This design comes from an exercise in tuning for small area and few clock cycles per item on the open sky130 flow, not from production work. Where RTL was checked, it was by simulation tests only, not by an equivalence proof against the original. Power figures rest on the tool's default switching activity, not on a simulated workload.

==> job 6859 <==
// dot_product_top
module dot_product_top #(
    parameter int BANKS       = 4,
    parameter int LANES       = 8,
    parameter int X_ADDR_BITS = 6
) (
    input  logic                                  clk,
    input  logic                                  rst_n,
    input  logic                                  start_i,
    input  logic [dot_ctrl_pkg::CFG_W-1:0]        num_epochs_i,
    input  logic [dot_ctrl_pkg::CFG_W-1:0]        num_samples_i,
    input  logic [dot_ctrl_pkg::CFG_W-1:0]        dimension_i,
    input  logic [dot_ctrl_pkg::CFG_W-1:0]        num_bits_i,
    input  logic [BANKS*LANES-1:0]                a_data_i,
    input  logic                                  a_wr_en_i,
    output logic                                  a_almost_full_o,
    input  logic [7:0]                            x_wr_credit_i,
    input  logic                                  x_written_i,
    output logic                                  x_rd_en_o,
    output logic [X_ADDR_BITS-1:0]                x_rd_addr_o,
    input  logic [LANES*dot_data_pkg::LANE_W-1:0] x_rd_data_i,
    output logic [BANKS*dot_data_pkg::LANE_W-1:0] dot_o,           
    output logic                                  dot_valid_o,
    output logic                                  done_o
);
Settings: LEC_CHECK=0, CAP_MARGIN=20, CORE_MARGIN=2, CORE_UTILIZATION=40, GPL_TIMING_DRIVEN=0, SLEW_MARGIN=20; clock period 5.0 ns.
run.sh (not shown) runs the stock make flow with config.mk's settings and CLKGATE_MAP_FILE= SYNTH_SCRIPT=/design/flow/synth_recipe.tcl, a recipe that flattens the netlist after the stock synthesis.
==> inputs of job 8431, as changes to job 6859 <==
--- a/flow/design.v
+++ b/flow/design.v
@@ -219,16 +219,16 @@
     parameter int LANES = 8
 ) (
     input  logic                                  clk,
     input  logic [LANES*dot_data_pkg::LANE_W-1:0] lanes_i,    
     input  logic [LANES-1:0]                      mask_i,
     output dot_data_pkg::lane_t                   sum_o,      
-    output logic [dot_data_pkg::LANE_W/4-1:1]     carry_o     
+    output logic [dot_data_pkg::LANE_W/2-1:1]     carry_o     
 );
     localparam int LW = dot_data_pkg::LANE_W;
-    localparam int NB = LW / 4;
+    localparam int NB = LW / 2;
     logic [LW-1:0] leaf [8];
     function automatic logic [2*LW-1:0] csa(input logic [LW-1:0] a, input logic [LW-1:0] b,
                                             input logic [LW-1:0] c);
         logic [LW-1:0] s, cy;
         s  = a ^ b ^ c;
         cy = (a & b) | (a & c) | (b & c);
@@ -246,17 +246,17 @@
     assign r3  = csa(r2a[LW-1:0], r2a[2*LW-1:LW], r2b[LW-1:0]);
     assign r4  = csa(r3[LW-1:0], r3[2*LW-1:LW], r2b[2*LW-1:LW]);
     logic [LW-1:0] nib_sum;
     logic [NB:1]   nib_carry;                                       
     for (genvar i = 0; i < NB; i++)
     begin : g_nib
-        prefix_adder #(.W(4)) i_prefix_adder (
-            .a_i (r4[4*i +: 4]),
-            .b_i (r4[LW+4*i +: 4]),
+        prefix_adder #(.W(2)) i_prefix_adder (
+            .a_i (r4[2*i +: 2]),
+            .b_i (r4[LW+2*i +: 2]),
             .c_i (1'b0),
-            .s_o (nib_sum[4*i +: 4]),
+            .s_o (nib_sum[2*i +: 2]),
             .c_o (nib_carry[i+1])
         );
     end
     always_ff @(posedge clk)
     begin
         sum_o   <= nib_sum;
@@ -266,22 +266,22 @@
 `timescale 1ns/1ps
 module bit_serial_accumulator #(
     parameter int BANKS = 4
 ) (
     input  logic                                  clk,
     input  logic [BANKS*dot_data_pkg::LANE_W-1:0] sums_i,     
-    input  logic [BANKS*7-1:0]                    carries_i,  
+    input  logic [BANKS*15-1:0]                   carries_i,  
     input  logic [3:0]                            shift_lo_i,  
     input  logic [3:0]                            shift_hi_i,  
     input  logic                                  first_i,    
     output logic [BANKS*dot_data_pkg::LANE_W-1:0] dot_o
 );
     localparam int GB = dot_data_pkg::GUARD_BITS;
     localparam int LW = dot_data_pkg::LANE_W;
     localparam int AW = dot_data_pkg::ACC_W;
-    localparam int NB = 4;                              
+    localparam int NB = 6;                              
     localparam int BW = AW / NB;                        
     for (genvar i = 0; i < BANKS; i++)
     begin : g_bank
         dot_data_pkg::lane_t sum;
         dot_data_pkg::acc_t  half;
         dot_data_pkg::acc_t  half_sh [4];
@@ -291,29 +291,29 @@
         dot_data_pkg::acc_t  base;
         dot_data_pkg::acc_t  acc;                       
         dot_data_pkg::acc_t  acc_nxt;
         logic [NB-1:1]       pend;                      
         logic [NB-1:1]       pend_nxt;
         dot_data_pkg::acc_t  pend_vec;
-        logic [7:0] nib_in;
-        logic [6:0] nib_gen;                            
-        logic [6:0] nib_all;                            
-        for (genvar j = 0; j < 7; j++)
-        begin : g_nib_gp
-            assign nib_gen[j] = carries_i[7*i+j];
-            assign nib_all[j] = &sums_i[i*LW+4*j +: 4];
+        logic [15:0] pr_in;
+        logic [14:0] pr_gen;                            
+        logic [14:0] pr_all;                            
+        for (genvar j = 0; j < 15; j++)
+        begin : g_pr_gp
+            assign pr_gen[j] = carries_i[15*i+j];
+            assign pr_all[j] = &sums_i[i*LW+2*j +: 2];
         end
-        prefix_carry #(.W(7)) i_prefix_carry (
-            .g_i (nib_gen),
-            .p_i (nib_all),
-            .c_o (nib_in[7:1])
+        prefix_carry #(.W(15)) i_prefix_carry (
+            .g_i (pr_gen),
+            .p_i (pr_all),
+            .c_o (pr_in[15:1])
         );
-        assign nib_in[0] = 1'b0;
-        for (genvar j = 0; j < 8; j++)
-        begin : g_nib
-            assign sum[4*j +: 4] = sums_i[i*LW+4*j +: 4] + 4'(nib_in[j]);
+        assign pr_in[0] = 1'b0;
+        for (genvar j = 0; j < 16; j++)
+        begin : g_pr
+            assign sum[2*j +: 2] = sums_i[i*LW+2*j +: 2] + 2'(pr_in[j]);
         end
         assign half    = $signed({sum, GB'(0)}) >>> 1;
         for (genvar k = 0; k < 4; k++)
         begin : g_sh
             assign half_sh[k] = half >>> k;
             assign part_sh[k] = part >>> (4 * k);
@@ -399,13 +399,13 @@
     logic                   head_first;
     logic                   head_last;
     logic [3:0]             sum_shift_lo;   
     logic [3:0]             sum_shift_hi;
     logic                   sum_first;
     logic [BANKS*LW-1:0]    tree_sum;
-    logic [BANKS*7-1:0]     tree_carry;
+    logic [BANKS*15-1:0]    tree_carry;
     logic                   sum_last;
     dot_config_regs i_dot_config_regs (
         .clk, .start_i,
         .num_epochs_i, .num_samples_i, .dimension_i, .num_bits_i,
         .empty_o      (empty),
         .last_epoch_o (last_epoch),
@@ -462,13 +462,13 @@
     begin : g_bank
         bank_adder_tree #(.LANES(LANES)) i_bank_adder_tree (
             .clk,
             .lanes_i (x_rd_data_i),
             .mask_i  (plane[b*LANES +: LANES]),      
             .sum_o   (tree_sum[b*LW +: LW]),
-            .carry_o (tree_carry[7*b +: 7])
+            .carry_o (tree_carry[15*b +: 15])
         );
     end
     bit_serial_accumulator #(.BANKS(BANKS)) i_bit_serial_accumulator (
         .clk,
         .sums_i    (tree_sum),
         .carries_i (tree_carry),
==> flow/flow/run.sh (new file) <==
#!/bin/bash
# The standard layout (standard.sh), with two changes to how it is made:
#  - synthesis is the standard flow's script with -noabc added to Yosys's synth command, so
#    the quick abc pass inside synth does not run before extract_fa; the full
#    adders are then found without inverters between them. Registers, their
#    names and cells are the standard synthesis's; abc still maps the rest.
#  - ports are buffered with the plain buf_1 cell (the resizer may size it up)
#    instead of the delay-buffer cell buffer_ports picks by itself;
#  - clock tree synthesis adds no dummy loads and clusters up to 30 sinks per
#    leaf buffer (same buffer cells as the standard flow).
# Each step's full log is in orfs/logs/; make's own output goes to flow_make.log.
set -euo pipefail
work=$(pwd)
sed 's/yosys synth -nofsm -noshare /yosys synth -nofsm -noshare -noabc /' synth_recipe.tcl > flow_synth.tcl
grep -q -- '-noabc' flow_synth.tcl
sed "s|SYNTH_SCRIPT=[^ ]*synth_recipe.tcl|SYNTH_SCRIPT=$work/flow_synth.tcl|" standard.sh > flow_standard.sh
grep -q 'flow_synth.tcl' flow_standard.sh
export BUFFER_PORTS_ARGS="-buffer_cell sky130_fd_sc_hd__buf_1"
export CTS_ARGS="-sink_clustering_enable -repair_clock_nets -dont_use_dummy_load -sink_clustering_size 30 -sink_clustering_max_diameter 100"
bash flow_standard.sh > flow_make.log 2>&1
==> flow/standard.sh (new file) <==
#!/bin/bash
# synth_recipe.tcl (not shown) runs the flow's synth.tcl, then flattens the netlist and writes it again
# the make line also repeats each setting of config.mk as NAME=value (left out here)
make -C /OpenROAD-flow-scripts/flow DESIGN_CONFIG=/design/flow/config.mk WORK_HOME=/design/flow/orfs CLKGATE_MAP_FILE= SYNTH_SCRIPT=/design/flow/synth_recipe.tcl "${@:-finish}"
SETUP_SLACK_MARGIN = 0.15   (was unset)
removed: flow/run.sh
==> qor summary <==
Met3 capacity usage during global routing: job 6859 7.12%; job 8431 5.39%
Total of clock buffers placed in the layout: job 6859 53; job 8431 23
Total Negative Setup Slacks: job 6859 -0.124 ns; job 8431 0 ns
Minimum clock period: job 6859 5.07 ns; job 8431 4.82 ns
Multi-input combinational cell area: job 6859 40800 um^2; job 8431 40300 um^2
Flip-flop and latch area: job 6859 8010 um^2; job 8431 8740 um^2
Pint: job 6859 15.0 mW; job 8431 12.1 mW
Routed met3 length: job 6859 23.2 mm; job 8431 17.1 mm
Minimum hold slack: job 6859 0.436 ns; job 8431 0.456 ns
Clock distribution area overhead in the final layout: job 6859 2.29%; job 8431 1.05%
Instance count after placement with tap cells included: job 6859 8607; job 8431 7126
Max IR drop VDD: job 6859 0.273 mV; job 8431 0.256 mV
Number of DRC markers in iteration 0: job 6859 5476; job 8431 4612
Die Y-Extent: job 6859 371 um; job 8431 356 um
Overall via count from detail_route: job 6859 48220; job 8431 41540
Worst path arrival time: job 6859 5.52 ns; job 8431 5.24 ns
Result of the run: job 6859 complete, but fails checks; job 8431 timing/DRC/antenna clean
Violated checks: job 6859 negative setup slack; job 8431 -
Post-synthesis share of cell area spent on full adders, half adders and majority gates: job 6859 37.1%; job 8431 40.2%
Clock-pin transition on the worst setup and hold timing paths: job 6859 0.06 ns; job 8431 0.09 ns
Sequential power: job 6859 5.56 mW; job 8431 5.98 mW
Count of cells resized by post-cts repair: job 6859 224; job 8431 78
Worst-case reg-to-reg path depth: job 6859 21; job 8431 20
Testbench counts of job 8431, summed over its fixed seeds: cycles 17,588, planes 17,153.
The RTL of job 6859 was laid out without a check of its function.

## static timing again, ports no longer ideal
Ports are ideal in the flow. The routed layouts listed here were re-timed in OpenROAD.
Step 1 (the two cells are an assumption about what drives the block):
set clk [get_ports {clk}]
set_driving_cell -lib_cell sky130_fd_sc_hd__clkbuf_16 $clk
set_driving_cell -lib_cell sky130_fd_sc_hd__buf_2 [delete_from_list [all_inputs] $clk]
Step 2 times the ports against the registers' clock, not the clock port: input delays grow and output delays shrink by t, the midpoint of the rising clock arrivals with the driver on.
a / b / c = no drivers / after step 1 / after step 2; a / b = the first two.
| run | shift t [ns] | slack for setup (ns) | latest minus earliest clock arrival (ns) |
|---|---|---|---|
| job 6859 | 0.667 | -0.074 / -0.030 / -0.693 | 0.022 / 0.023 |
| job 8431 | 0.653 | 0.182 / 0.185 / -0.447 | 0.088 / 0.089 |
With both steps, setup timing fails in job 8431, where it was met with ideal ports. The setup slack of job 8431, which loses most, moves by +0.003 ns with the drivers and by -0.629 ns with both steps.
